Context: an optimization exercise on an open-source flow, tuned for small area. The choices shown serve that exercise and are no tape-out recipe.
Only simulation tests tie the RTL to the original design; equivalence was not proved.
Power figures rest on the tool's default switching activity, not on a simulated workload.

Setup of job 7819:
// mvm_host_ctrl
module mvm_host_ctrl #(
   parameter int k       = 8,
   parameter int b       = 8,
   parameter int timeout = 4096
) (
   input  logic                  clk,
   input  logic                  reset,
   input  logic                  cmd_valid,
   output logic                  cmd_ready,
   input  logic [1:0]            cmd_mode,
   input  logic                  in_valid,
   output logic                  in_ready,
   input  logic signed [b-1:0]   in_data,
   output logic                  loadMatrix,
   output logic                  loadVector,
   output logic                  start,
   output logic signed [b-1:0]   data_in,
   input  logic                  done,
   input  logic signed [2*b-1:0] data_out,
   output logic                  res_valid,
   input  logic                  res_ready,
   output logic signed [2*b-1:0] res_data,
   output logic                  res_last,
   output logic                  busy,
   output logic                  err
);
For scale: ~1500 cells after synthesis, roughly 0.018 mm2 of cells after synthesis.
==> flow/config.mk <==
export PLATFORM = sky130hd
export DESIGN_NAME = mvm_host_ctrl
export DESIGN_NICKNAME = mvm_host_ctrl
export VERILOG_FILES = /design/flow/design.v
export SDC_FILE = /design/flow/constraint.sdc
export NUM_CORES = 4
export LEC_CHECK = 0
export CAP_MARGIN = 20
export CORE_MARGIN = 2
export CORE_UTILIZATION = 85
export SLEW_MARGIN = 20
==> flow/constraint.sdc <==
create_clock -name core_clock -period 5.0 [get_ports {clk}]
set_input_delay 1.0000 -clock core_clock [delete_from_list [all_inputs] [get_ports {clk}]]
set_output_delay 1.0000 -clock core_clock [all_outputs]
set_load 0.01 [all_outputs]
standard.sh (not shown) runs the stock make flow with config.mk's settings and CLKGATE_MAP_FILE= SYNTH_SCRIPT=/design/flow/synth_recipe.tcl, a recipe that flattens the netlist after the stock synthesis.
==> flow/flow/run.sh <==
#!/bin/bash
# The standard layout, with two changes: the ports get the smallest buffer
# (sky130 buf_1) instead of the one buffer_ports picks by default, and clock
# tree synthesis inserts no dummy loads. Every other step is the standard flow's own.
set -euo pipefail
cd "$(dirname "$0")/.."
bash standard.sh \
  "BUFFER_PORTS_ARGS=-buffer_cell sky130_fd_sc_hd__buf_1" \
  "CTS_ARGS=-sink_clustering_enable -repair_clock_nets -dont_use_dummy_load -buf_list sky130_fd_sc_hd__clkbuf_4 -sink_clustering_size 12 -sink_clustering_max_diameter 30 -balance_levels" \
  finish > standard.log 2>&1
Job 7819 completed end to end with timing, DRC and antenna clean.
Inputs modified between job 7819 and job 8441:
Settings: CORE_UTILIZATION now 80, was 85.
-- flow/flow/run.sh --
<<< job 7819, line 8
  "BUFFER_PORTS_ARGS=-buffer_cell sky130_fd_sc_hd__buf_1" \
  "CTS_ARGS=-sink_clustering_enable -repair_clock_nets -dont_use_dummy_load -buf_list sky130_fd_sc_hd__clkbuf_4 -sink_clustering_size 12 -sink_clustering_max_diameter 30 -balance_levels" \
  finish > standard.log 2>&1
>>> job 8441, line 8
  "BUFFER_PORTS_ARGS=-buffer_cell sky130_fd_sc_hd__buf_1" \
  "CTS_ARGS=-sink_clustering_enable -repair_clock_nets -dont_use_dummy_load -buf_list sky130_fd_sc_hd__clkbuf_4 -sink_clustering_size 12 -sink_clustering_max_diameter 30" \
  finish > standard.log 2>&1
### Flow results
Job 8441 vs. job 7819: part of the power in combinational logic went down by 0.2 points.
Sort job 8441 and job 7819 by leakage power total, descending, and job 8441 comes first.
In the tables for job 8441 and job 7819, met3 track demand over resource in global routing reads lower with job 8441.
Comparing worst-margin pin slew for job 8441 and job 7819, the bigger number came from job 8441.
Input changes introduced in job 2508 (baseline for comparison: job 8441):
Settings: a change of CORE_UTILIZATION from 80 to 85.
-- flow/flow/run.sh --
<<< job 8441, line 8
  "BUFFER_PORTS_ARGS=-buffer_cell sky130_fd_sc_hd__buf_1" \
  "CTS_ARGS=-sink_clustering_enable -repair_clock_nets -dont_use_dummy_load -buf_list sky130_fd_sc_hd__clkbuf_4 -sink_clustering_size 12 -sink_clustering_max_diameter 30" \
  finish > standard.log 2>&1
>>> job 2508, line 8
  "BUFFER_PORTS_ARGS=-buffer_cell sky130_fd_sc_hd__buf_1" \
  "CTS_ARGS=-sink_clustering_enable -repair_clock_nets -dont_use_dummy_load -buf_list sky130_fd_sc_hd__clkbuf_4 -sink_clustering_size 13 -sink_clustering_max_diameter 30" \
  finish > standard.log 2>&1
Results
- Share of layout cells above drive strength 1: lower on job 2508
- Job 2508 ended with less core footprint than job 8441.
- Relative to job 8441, the sum of internal, switching and leakage power measured on job 2508 has increased slightly.
- Register-to-register slack delta (job 2508 − job 8441): favourable
- In the reports for job 8441 and job 2508, the larger routed wire length belongs to job 2508.
- Any difference in buffer levels on the longest clock path between job 2508 and job 8441 is small enough to ignore.
- Per the comparison of job 2508 with job 8441, overall die width saw a decrease, time the final worst path needs with I/O delays and setup saw little to no change.

---

JK:
mvm_host_ctrl, a different RTL version from the one above (not shown whole).
Size: about 590 flip-flops, about 0.019 sq mm of cells after synthesis.
export LEC_CHECK = 0
export CAP_MARGIN = 0
export CORE_MARGIN = 2
export CORE_UTILIZATION = 90
export SLEW_MARGIN = 0
create_clock -name core_clock -period 5.0 [get_ports {clk}]
==> flow/flow/run.sh <==
#!/bin/bash
# The standard layout, with two changes: the ports get the smallest buffer
# (sky130 buf_1) instead of the one buffer_ports picks by default, and clock
# tree synthesis inserts no dummy loads. Every other step is the standard flow's own.
set -euo pipefail
cd "$(dirname "$0")/.."
bash standard.sh \
  "BUFFER_PORTS_ARGS=-buffer_cell sky130_fd_sc_hd__buf_1" \
  "CTS_ARGS=-sink_clustering_enable -repair_clock_nets -dont_use_dummy_load -buf_list {sky130_fd_sc_hd__clkbuf_2 sky130_fd_sc_hd__clkbuf_4 sky130_fd_sc_hd__clkbuf_8} -sink_clustering_size 10 -sink_clustering_max_diameter 25" \
  finish > standard.log 2>&1
Seen in the log of JK: GPL-0301 during 3_1_place_gp_skip_io, after which the run never completed.
[inputs] MS vs JK
==> flow/flow/run.sh <==
#!/bin/bash
# The standard layout, with two changes: the ports get the smallest buffer
# (sky130 buf_1) instead of the one buffer_ports picks by default, and clock
# tree synthesis inserts no dummy loads. Every other step is the standard flow's own.
set -euo pipefail
cd "$(dirname "$0")/.."
bash standard.sh \
  "BUFFER_PORTS_ARGS=-buffer_cell sky130_fd_sc_hd__buf_1" \
  "CTS_ARGS=-sink_clustering_enable -repair_clock_nets -dont_use_dummy_load -buf_list sky130_fd_sc_hd__clkbuf_4 -sink_clustering_size 12 -sink_clustering_max_diameter 30" \
  finish > standard.log 2>&1
diff --git a/flow/config.mk b/flow/config.mk
--- a/flow/config.mk
+++ b/flow/config.mk
@@ -6,6 +6,6 @@
 export NUM_CORES = 4
 export LEC_CHECK = 0
-export CAP_MARGIN = 0
+export CAP_MARGIN = 20
 export CORE_MARGIN = 2
-export CORE_UTILIZATION = 90
-export SLEW_MARGIN = 0
+export CORE_UTILIZATION = 85
+export SLEW_MARGIN = 20
## What came out
Of JK and MS, only JK never reached the final stage.
Flow for JK halted at 3_1_place_gp_skip_io, error code GPL-0301.
There was hardly any difference in combined area of all synthesized cells between JK and MS.
In MS the floorplan die width turned out 4.2 um higher than in JK.
Compared JK against MS; proportion of synthesized chip area in sequential cells within noise.
Changes in AL relative to MS:
diff --git a/flow/config.mk b/flow/config.mk
--- a/flow/config.mk
+++ b/flow/config.mk
@@ -6,6 +6,6 @@
 export NUM_CORES = 4
 export LEC_CHECK = 0
-export CAP_MARGIN = 20
+export CAP_MARGIN = 0
 export CORE_MARGIN = 2
-export CORE_UTILIZATION = 85
-export SLEW_MARGIN = 20
+export CORE_UTILIZATION = 90
+export SLEW_MARGIN = 0
Results
- AL is listed as incomplete: the tool reported an error in 3_1_place_gp_skip_io and the run ended there.
- Chip width delta for AL relative to MS: 2.7% lower
- MS -> AL: area share of fa/ha/maj cells after synthesis delta 0, exact match
- | number of synthesized flops with an enable pin | MS vs AL | ≈ equal |
- For register bit total from synthesis, MS and AL come out practically identical.
- Re synthesized area: no difference whatsoever between MS and AL.
- Lower vertical die dimension was reported by AL, not MS.
- Summary of the comparison: number of rows created at floorplan is lower in AL, relative to MS.
- Measured against each other, MS and AL differ in effective utilization at floorplan, the higher figure coming from AL.
- As far as post-synthesis simple-gate area fraction goes, MS and AL are indistinguishable; the numbers are identical.
The inputs of TR differ from those of AL as listed below.
diff --git a/flow/flow/run.sh b/flow/flow/run.sh
--- a/flow/flow/run.sh
+++ b/flow/flow/run.sh
@@ -7,4 +7,4 @@
 bash standard.sh \
   "BUFFER_PORTS_ARGS=-buffer_cell sky130_fd_sc_hd__buf_1" \
-  "CTS_ARGS=-sink_clustering_enable -repair_clock_nets -dont_use_dummy_load -buf_list sky130_fd_sc_hd__clkbuf_4 -sink_clustering_size 12 -sink_clustering_max_diameter 30" \
+  "CTS_ARGS=-sink_clustering_enable -repair_clock_nets -dont_use_dummy_load -buf_list {sky130_fd_sc_hd__clkbuf_2 sky130_fd_sc_hd__clkbuf_4 sky130_fd_sc_hd__clkbuf_8} -sink_clustering_size 10 -sink_clustering_max_diameter 25" \
   finish > standard.log 2>&1
diff --git a/flow/config.mk b/flow/config.mk
--- a/flow/config.mk
+++ b/flow/config.mk
@@ -8,4 +8,4 @@
 export CAP_MARGIN = 0
 export CORE_MARGIN = 2
-export CORE_UTILIZATION = 90
+export CORE_UTILIZATION = 85
 export SLEW_MARGIN = 0
Results
TR reached the final stage; the timing, design-rule and antenna checks on its layout passed.
AL and TR ended up with nearly the same share of flip-flops with an asynchronous set or reset after synthesis.
From AL to TR, number of nets in the synthesized netlist did not move at all.
As far as area after synthesis goes, AL and TR are indistinguishable; the numbers are identical.
Overall die height, TR vs AL: up by a few percent
Reported for AL and TR, synthesized netlist cell count turned out identical to the last digit.
Number of synthesized register bits came out exactly the same in AL and TR.
Row count up 2 in TR wrt AL
Floorplan die width went up by a few percent going from AL to TR.
Between TR and AL, it is TR whose starting density of the core is lower, by 5.9 points.
Changes in PW relative to TR:
==> flow/flow/run.sh <==
#!/bin/bash
# The standard layout, with two changes: the ports get the smallest buffer
# (sky130 buf_1) instead of the one buffer_ports picks by default, and clock
# tree synthesis inserts no dummy loads. Every other step is the standard flow's own.
set -euo pipefail
cd "$(dirname "$0")/.."
bash standard.sh \
  "BUFFER_PORTS_ARGS=-buffer_cell sky130_fd_sc_hd__buf_1" \
  "CTS_ARGS=-sink_clustering_enable -repair_clock_nets -dont_use_dummy_load -buf_list sky130_fd_sc_hd__clkbuf_4 -sink_clustering_size 12 -sink_clustering_max_diameter 30" \
  finish > standard.log 2>&1
Results
- [compare] base=TR new=PW: fraction of power consumed by the clock network decreased 10 points; fraction of power consumed by sequential logic rose 9.0 points.
- PW ended with less utilization than TR.

afterwards: timing with drivers on the ports:
Ports are ideal in the flow. The routed layouts listed here were re-timed in OpenROAD. Step 1: set_driving_cell puts a clkbuf_16 on clk and a buf_2 on each other input, an assumption about the parent block. Step 2 moves the port delays by t, midway between the first and last clock arrival at a register: inputs arrive t later, outputs are due t later. That takes back most of the time a late clock gives input paths. Slacks: no drivers / after step 1 / after step 2; pairs: no drivers / after step 1.
run	t, ns	setup WS [ns]	worst setup path at the end
job 7819	0.716	1.660 / 1.617 / 1.724	input to register
job 8441	0.726	1.676 / 1.635 / 1.598	input to register
job 2508	0.705	1.674 / 1.632 / 1.711	input to register
MS	0.733	1.480 / 1.431 / 1.749	input to register
TR	0.644	1.360 / 1.316 / 1.630	input to register
PW	0.733	1.480 / 1.431 / 1.749	input to register
After both steps setup and hold are still met in every run listed. The setup slack of job 8441, which loses most, moves by -0.041 ns with the drivers and by -0.078 ns with both steps.
